What follows belongs to an exercise in optimizing a design on an open flow for small area, a short achievable clock period and few clock cycles per item; a production flow would make more cautious choices. Function was not checked in any run shown here: the RTL went through the layout flow alone. Power is estimated from default activity; no workload was simulated.

## flow/design.v (module list and top-level ports; edited modules follow where they fit)
// module layer_rom: 26 lines
// module input_buffer: 20 lines
// module mac_lane: 2796 lines
// module mvm_control: 76 lines
// module mvm_layer: 75 lines
module mvm_layer (
   input  logic  clk,
   input  logic  reset,
   input  logic  s_valid,
   output logic  s_ready,
   input  logic signed [16-1:0] data_in,
   output logic  m_valid,
   input  logic  m_ready,
   output logic signed [16-1:0] data_out
);
  // ...
==> flow/run.sh <==
#!/bin/bash
# synth_recipe.tcl (not shown) runs the flow's synth.tcl, then flattens the netlist and writes it again
# the make line also repeats each setting of config.mk as NAME=value (left out here)
make -C /OpenROAD-flow-scripts/flow DESIGN_CONFIG=/design/flow/config.mk WORK_HOME=/design/flow/orfs CLKGATE_MAP_FILE= SYNTH_SCRIPT=/design/flow/synth_recipe.tcl finish
==> flow/config.mk <==
export PLATFORM = sky130hd
export DESIGN_NAME = mvm_layer
export DESIGN_NICKNAME = mvm_layer
export VERILOG_FILES = /design/flow/design.v
export SDC_FILE = /design/flow/constraint.sdc
export NUM_CORES = 4
export LEC_CHECK = 0
export CAP_MARGIN = 20
export CORE_MARGIN = 2
export CORE_UTILIZATION = 40
export PLACE_DENSITY = 0.6
export SLEW_MARGIN = 20
==> flow/constraint.sdc <==
create_clock -name core_clock -period 7.0 [get_ports {clk}]
set_input_delay 1.4000 -clock core_clock [delete_from_list [all_inputs] [get_ports {clk}]]
set_output_delay 1.4000 -clock core_clock [all_outputs]
set_load 0.01 [all_outputs]
==> flow_summary.json, run 1 <==
{
  "clock_area_frac": 0.06134,
  "synth.top_cell.area_share": 0.3810,
  "die_y_um": 298.4,
  "netlist_area_um2": 34680,
  "finalSetupViolations": 0,
  "power_mw": 7.995,
  "busiest_layer": "met2",
  "status": "timing/DRC/antenna clean",
  "synth_edf_count": 440,
  "yosysMostFrequentCell": "edfxtp_1",
  "synth_common_cells": "440 x edfxtp_1, 386 x a22oi_1, 340 x inv_1, 339 x fa_1, 255 x xor2_1",
  "p_comb_frac": 0.074,
  "grt_usage": 0.2321,
  "cts.path.max_buffers": 3,
  "nFlopsAndLatches": 559,
  "cp-startpoint": "u_control.skid_valid$_SDFF_PP0_",
  "largestClassByArea": "multi-input gates",
  "die_w_um": 298.4,
  "cp.buffers_inverters": 2,
  "firstDrtPassIters": 8,
  "ys_async_sr_fraction": 0,
  "powerComb_uw": 590,
  "clockPowerShare": 0.456,
  "final_cells": 3922,
  "syn_avg_cell_area_um2": 12.24,
  "antenna_left": 0,
  "wl_per_cell_um": 26.28,
  "synth_xor_xnor_area_share": 0.1262,
  "grt_max_degree": 78,
  "largest_reg_flops": 128
}
==> run 2: changes to the inputs <==
--- a/flow/config.mk
+++ b/flow/config.mk
@@ -9,4 +9,5 @@
 export CORE_MARGIN = 2
 export CORE_UTILIZATION = 40
 export PLACE_DENSITY = 0.6
+export SETUP_SLACK_MARGIN = 4.0
 export SLEW_MARGIN = 20
==> run 2 against run 1 <==
  * Global-route usage grew 0.27 points
  * Still clean
  * Critical endpoint is now u_lane.q4_s4_8_3$_DFFE_PN_
  * Flip-flop and latch count did not move
  * Synthesized area unchanged
  * Sequential power about the same
  * Critical path type unchanged
==> flow_summary.json, run 2 <==
{
  "status": "timing/DRC/antenna clean",
  "die_y_um": 298.4,
  "met2WireLength_mm": 50.18,
  "drc": 0,
  "cp_common_cell": "fa_2",
  "crit_type": "register to register",
  "synth_cell_type_count": 65,
  "power_mw": 7.752,
  "syn_avg_cell_area_um2": 12.24,
  "powerDensity_nw_per_um2": 194.5,
  "p_comb_frac": 0.075,
  "nets": 3196,
  "crit_family": "adder cells",
  "synth.top_cell.area_share": 0.3810,
  "firstDrtPassIters": 6,
  "wl_met1_mm": 40.62,
  "fin_hold_ws_ns": 0.4009,
  "fill_cells": 7679,
  "clk_latency_ns": 0.67,
  "cp_slowest_stage_delay_ns": 0.59,
  "grt_overflow": 0,
  "slew_headroom": 0.3077,
  "ios": 38,
  "start_util": 0.4054,
  "drt-total-wl_mm": 105.6,
  "clk_pin_slew_ns": 0.06,
  "ys_seq_area_frac": 0.4497,
  "die_w_um": 298.4,
  "setup_slack_ns": 3.597,
  "finalSetupViolations": 0,
  "antenna_left": 0,
  "grt_pass1_wl_mm": 153.5,
  "worstPathRequired_ns": 7.39,
  "via_per_inst": 5.519,
  "yosysTopAreaCell": "edfxtp_1",
  "wl_met3_mm": 9.084,
  "synth_cells": 2833,
  "portBuffers": 36,
  "rsz0062_at_grt": "true",
  "ir_worst_vdd_mv": 0.2196,
  "detailed_place_hpwl_mm": 82.38,
  "largestRegisters": "u_input_buffer.x x128, u_input_buffer.sh x112, ctl x106",
  "cts.path.max_buffers": 3,
  "pwr-share-seq": 0.484,
  "yosysMostFrequentCell": "edfxtp_1",
  "p_leak_nw": 15.17,
  "antenna_found_initial": 4,
  "rows": 107,
  "slew_viol_final": 0,
  "cts.sink_count": 559,
  "layout_commonest_cell": "edfxtp_1",
  "synth_common_cells": "440 x edfxtp_1, 386 x a22oi_1, 340 x inv_1, 339 x fa_1, 255 x xor2_1",
  "final_layout_size_suffix_gt1_frac": 0.1937,
  "power_switching_mw": 1.792,
  "h-tree-depth": 2,
  "wl_per_cell_um": 26.49,
  "setup_tns_ns": 0,
  "endpoint_kind": "register",
  "top_register": "u_input_buffer.x",
  "clockPowerShare": 0.442,
  "coreArea_um2": 85550,
  "cts-root-buf": "clkbuf_16",
  "netSwitchingFraction": 0.2312,
  "cap_violations": 0,
  "vias": 22000,
  "max_clock_freq_ghz": 0.2939,
  "grt_pass1_vias": 22770,
  "worstHoldStart": "ctl[6]$_SDFF_PP0_",
  "cts_hold_buf": 0,
  "place_congestion": 0.9211,
  "slowest_stage": "fa_2",
  "hold_viol_final": 0,
  "synthesis.nets": 3240,
  "netlist_area_um2": 34680,
  "synthTopCellsByArea": "edfxtp_1 38%, fa_1 20%, a22oi_1 8.4%",
  "crit_path_max_fanout": 8,
  "final_cell_mix": "440 x edfxtp_1, 307 x inv_1, 279 x a22oi_1",
  "cts_inserted_buffers": 60,
  "fin_util": 0.4658,
  "startpoint_type": "register",
  "synth-main-ff-cell": "edfxtp_1",
  "path_cells": "buf_12, a22oi_2, xor2_1, fa_2, fa_2, inv_2, fa_2, fa_1",
  "synth_edf_count": 440,
  "cp-startpoint": "u_input_buffer.x[40]$_DFFE_PP_",
  "p_int_mw": 5.960,
  "syn_to_final_growth_pct": 14.92,
  "post-route-period-util": 0.4861,
  "worst_pin_slew_ns": 1.038,
  "arrival_ns": 3.79,
  "worstReg2RegStart": "u_input_buffer.x[40]$_DFFE_PP_",
  "drt-initial-drc-count": 2619,
  "grt_max_degree": 83,
  "die-area_um2": 89060,
  "ys_async_sr_fraction": 0,
  "cp.buffers_inverters": 2,
  "dpl_worst_slack_ns": 2.868,
  "largest_reg_flops": 128,
  "cts_tree": "done",
  "ys_seq_elements": 559,
  "grt_usage": 0.2348,
  "fin_crit_ns": 3.403,
  "holdCritPathClass": "register to register",
  "yosys_warnings": 5,
  "highest_layer": "met5",
  "finClkSkew_ns": 0.06032
}
run 2: cell counts after synthesis:
Identical to the previous run, type by type.
run 2: path summary, 6_finish.rpt:
path                                  end  slack (ns)  cells after the start
max            u_lane.q4_s4_8_3$_DFFE_PN_        3.60                      8
min          u_lane.q4_c_cst_15$_DFFE_PN_        0.40                      0
min reg2reg  u_lane.q4_c_cst_15$_DFFE_PN_        0.40                      0
max reg2reg    u_lane.q4_s4_8_3$_DFFE_PN_        3.60                      8
run 2: per-layer routing:
metal  up-vias  global-route usage
met4         2              0.1134
met5         -                   0
met2      1160              0.3850
li1       9475                   -
met1     11150              0.3026
met3       212             0.04042
run 2: repair_timing:
action                                  CTS  global route
endpoints found under the setup margin  264           182
buffers inserted                         58            14
gates resized for setup                 181           127
pin swaps                                70            81
cloned                                    0             1
run 2: through the flow:
| step | std cells | area [µm²] |
|---|---|---|
| 2_1_floorplan | 2833 | 35540 |
| 3_3_place_gp | 3797 | 36090 |
| 3_5_place_dp | 3797 | 36090 |
| 4_1_cts | 3968 | 39240 |
| 5_1_grt | 3984 | 39850 |
| 6_report | 3986 | 39850 |
run 2: logic make-up after synthesis:
family	Yosys count	share of synthesized area
adders and majority gates	387	0.2130
buffers and inverters	572	0.06368
AOI/OAI and AO/OA	559	0.1152
xor gates and xnor gates	498	0.1262
other	1	0.0001081
muxes	4	0.001335
and+or+nand+nor	253	0.03067
DFF	559	0.4497
run 2: area by class of cell:
cell class,count,area [µm²],area share
flip-flops and latches,559,15740,0.3951
well taps,1144,1431,0.03592
diodes,2,5.005,0.0001256
clock buffers,74,1669,0.04188
multi-input cells,1703,17980,0.4513
repair buffers,124,1239,0.03108
clock inverters,39,485.5,0.01218
inverters,341,1295,0.03249
run 2: power by group through the flow:
stage          Combinational, mW  Sequential (mW)  Clock (mW)
3_5_place_dp               0.576             3.83           0
2_1_floorplan              0.466             3.80           0
6_report                   0.578             3.75        3.42
5_1_grt                    0.660             3.75        3.61
3_3_place_gp               0.553             3.83           0
4_1_cts                    0.581             3.76        3.48
==> run 3: changes to the inputs <==
--- a/flow/config.mk
+++ b/flow/config.mk
@@ -9,5 +9,5 @@
 export CORE_MARGIN = 2
 export CORE_UTILIZATION = 40
 export PLACE_DENSITY = 0.6
-export SETUP_SLACK_MARGIN = 4.0
+export SETUP_SLACK_MARGIN = 4.5
 export SLEW_MARGIN = 20
==> run 3 against run 2 <==
  * Clock skew fell by 0.017 ns
  * Routed wire length increased by 4.0%
  * Die area stayed put
  * Critical endpoint unchanged
  * Synthesized area is the same
==> flow_summary.json, run 3 <==
{
  "fin_crit_ns": 3.413,
  "drc": 0,
  "nets": 3266,
  "synth_common_cells": "440 x edfxtp_1, 386 x a22oi_1, 340 x inv_1, 339 x fa_1, 255 x xor2_1",
  "setup_slack_ns": 3.587,
  "finalSetupViolations": 0,
  "worstPathRequired_ns": 7.36,
  "cap_violations": 0,
  "worstReg2RegStart": "ctl[106]$_DFF_P_",
  "rows": 107,
  "post-route-period-util": 0.4875,
  "ys_async_sr_fraction": 0,
  "met2WireLength_mm": 51.64,
  "synthTopCellsByArea": "edfxtp_1 38%, fa_1 20%, a22oi_1 8.4%",
  "dpl-instance-area_um2": 36510,
  "dpl_worst_slack_ns": 3.200,
  "yosysMostFrequentCell": "edfxtp_1",
  "place_congestion": 0.9722,
  "synth_cell_type_count": 65,
  "rsz0062_at_grt": "true",
  "cts-root-buf": "clkbuf_16",
  "drt-initial-drc-count": 2559,
  "finClkSkew_ns": 0.04379,
  "via_per_inst": 5.551,
  "largest_reg_flops": 128,
  "layout_commonest_cell": "edfxtp_1",
  "grt_pass1_vias": 23180,
  "final_cell_mix": "440 x edfxtp_1, 254 x a22oi_1, 244 x inv_1",
  "cp-startpoint": "ctl[106]$_DFF_P_",
  "detailed_place_hpwl_mm": 82.94,
  "slew_viol_final": 0,
  "syn_avg_cell_area_um2": 12.24,
  "cts.path.max_buffers": 3,
  "worstRegToRegCells": 7,
  "crit_path_max_fanout": 14,
  "yosys_warnings": 5,
  "crit_type": "register to register",
  "grt_overflow": 0,
  "start_util": 0.4054,
  "drt-total-wl_mm": 109.9,
  "p_leak_nw": 15.54,
  "endpoint_kind": "register",
  "cts_tree": "done",
  "largestRegisters": "u_input_buffer.x x128, u_input_buffer.sh x112, ctl x106",
  "max_clock_freq_ghz": 0.2930,
  "r2r_slack_ns": 3.59,
  "ys_seq_area_frac": 0.4497,
  "die_w_um": 298.4,
  "yosysTopAreaCell": "edfxtp_1",
  "fin_util": 0.4833,
  "ios": 38,
  "finalInstanceArea_um2": 41350,
  "cts_hold_buf": 0,
  "worst_pin_slew_ns": 0.9088,
  "clk_pin_slew_ns": 0.06,
  "startpoint_type": "register",
  "antenna_left": 0,
  "vias": 22520,
  "arrival_ns": 3.78,
  "cts_inserted_buffers": 66,
  "synth_cells": 2833,
  "cts.sink_count": 559,
  "ys_seq_elements": 559,
  "synth.top_cell.area_share": 0.3810,
  "wl_per_cell_um": 27.09,
  "ir_worst_vdd_mv": 0.2068,
  "clk_latency_ns": 0.63,
  "grt_pass1_wl_mm": 160.2,
  "slew_headroom": 0.3922,
  "netlist_area_um2": 34680,
  "final_cells": 4056,
  "coreArea_um2": 85550,
  "power_mw": 7.983,
  "setup_tns_ns": 0,
  "synth_edf_count": 440,
  "powerDensity_nw_per_um2": 193.1,
  "wl_met3_mm": 8.576,
  "antenna_found_initial": 10,
  "hold_viol_final": 0,
  "portBuffers": 36,
  "status": "timing/DRC/antenna clean",
  "synth-main-ff-cell": "edfxtp_1",
  "final_layout_size_suffix_gt1_frac": 0.3031,
  "grt_max_degree": 141,
  "r2r_end": "u_lane.q4_s4_8_3$_DFFE_PN_",
  "wl_met1_mm": 43.33,
  "syn_to_final_growth_pct": 19.24,
  "die-area_um2": 89060,
  "holdCritPathClass": "register to register",
  "fin_hold_ws_ns": 0.3970,
  "critPathCapture": "u_lane.q4_s4_8_3$_DFFE_PN_",
  "h-tree-depth": 3,
  "die_y_um": 298.4,
  "grt_usage": 0.2468,
  "placed_cells": 3793,
  "synthesis.nets": 3240,
  "highest_layer": "met5",
  "firstDrtPassIters": 7,
  "top_register": "u_input_buffer.x"
}
-- run 3: cell counts after synthesis --
Identical to the previous run, type by type.
-- run 3: cell families after synthesis --
family	share of synthesized area
other cells	0.0001081
buf+inv	0.06368
fa+ha+maj	0.2130
mux	0.001335
flops	0.4497
xor+xnor	0.1262
simple gates	0.03067
compound gates	0.1152
-- run 3: worst min-delay path by stage --
stage | depth (start not counted) | start | end | slack, ns
5_1_grt | 0 | ctl[15]$_DFF_P_ | u_lane.q4_c_cst_0$_DFFE_PN_ | 0.41
3_5_place_dp | 0 | ctl[15]$_DFF_P_ | u_lane.q4_c_cst_0$_DFFE_PN_ | 0.39
6_report | 0 | u_lane.q4_c_cst_0$_DFFE_PN_ | u_lane.q8_q4_c_cst_0$_DFFE_PN_ | 0.40
3_3_place_gp | 0 | ctl[15]$_DFF_P_ | u_lane.q4_c_cst_0$_DFFE_PN_ | 0.40
2_1_floorplan | 0 | ctl[15]$_DFF_P_ | u_lane.q4_c_cst_0$_DFFE_PN_ | 0.39
4_1_cts | 0 | u_lane.q4_c_cst_0$_DFFE_PN_ | u_lane.q8_q4_c_cst_0$_DFFE_PN_ | 0.39
-- run 3: cell type report --
cell class	count	area, µm²
tap	1144	1431
antenna	2	5.005
inverter	341	1308
fill	7397	44200
sequential	559	15770
timing repair buffer	185	1800
clock buffer	81	1742
multi-input combinational	1706	18820
clock inverter	38	470.5
-- run 3: power breakdown --
group | total (mW) | internal [mW] | leakage [nW] | switching, mW
combinational | 0.749 | 0.319 | 9.17 | 0.430
sequential | 3.75 | 3.70 | 5.32 | 0.0490
clock | 3.48 | 2.00 | 1.06 | 1.48
-- run 3: critical path, cell delays in order (launching register included) --
cell	delay (ns)
dfxtp_2	0.71
xnor2_1	0.18
fa_2	0.57
inv_2	0.04
fa_2	0.52
inv_2	0.04
fa_2	0.64
fa_2	0.45
-- run 3: what timing repair did --
action	CTS	global route
cloned	5	2
endpoints found under the setup margin	473	274
gates resized for setup	387	146
pin swaps	121	119
setup buffers	110	25
-- run 3: layer usage --
metal,track usage,vias to the layer above
li1,-,9612
met1,0.3240,11460
met2,0.3992,1183
met3,0.04115,256
met4,0.1159,4
met5,0.01164,-

==> separate check: timing with driven ports <==
Ports are ideal in the flow. The routed layouts listed here were re-timed in OpenROAD. Step 1 (the two cells are an assumption about what drives the block):
set clk [get_ports {clk}]
set_driving_cell -lib_cell sky130_fd_sc_hd__clkbuf_16 $clk
set_driving_cell -lib_cell sky130_fd_sc_hd__buf_2 [delete_from_list [all_inputs] $clk]
Step 2 moves the port delays by t, midway between the first and last clock arrival at a register: inputs arrive t later, outputs are due t later. That takes back most of the time a late clock gives input paths. a / b / c = no drivers / after step 1 / after step 2; a / b = the first two.
run | t (ns) | setup WS [ns] | worst register clock-pin slew, ns | worst data-port slew with drivers (ns)
run 1 | 0.678 | 3.308 / 3.308 / 3.257 | 0.07 / 0.07 | 0.05
run 2 | 0.698 | 3.597 / 3.597 / 3.532 | 0.08 / 0.08 | 0.07
run 3 | 0.666 | 3.587 / 3.587 / 3.587 | 0.07 / 0.07 | 0.06
After both steps every run listed still meets setup and hold. The setup slack of run 2, which loses most, moves by 0.000 ns with the drivers and by -0.065 ns with both steps.
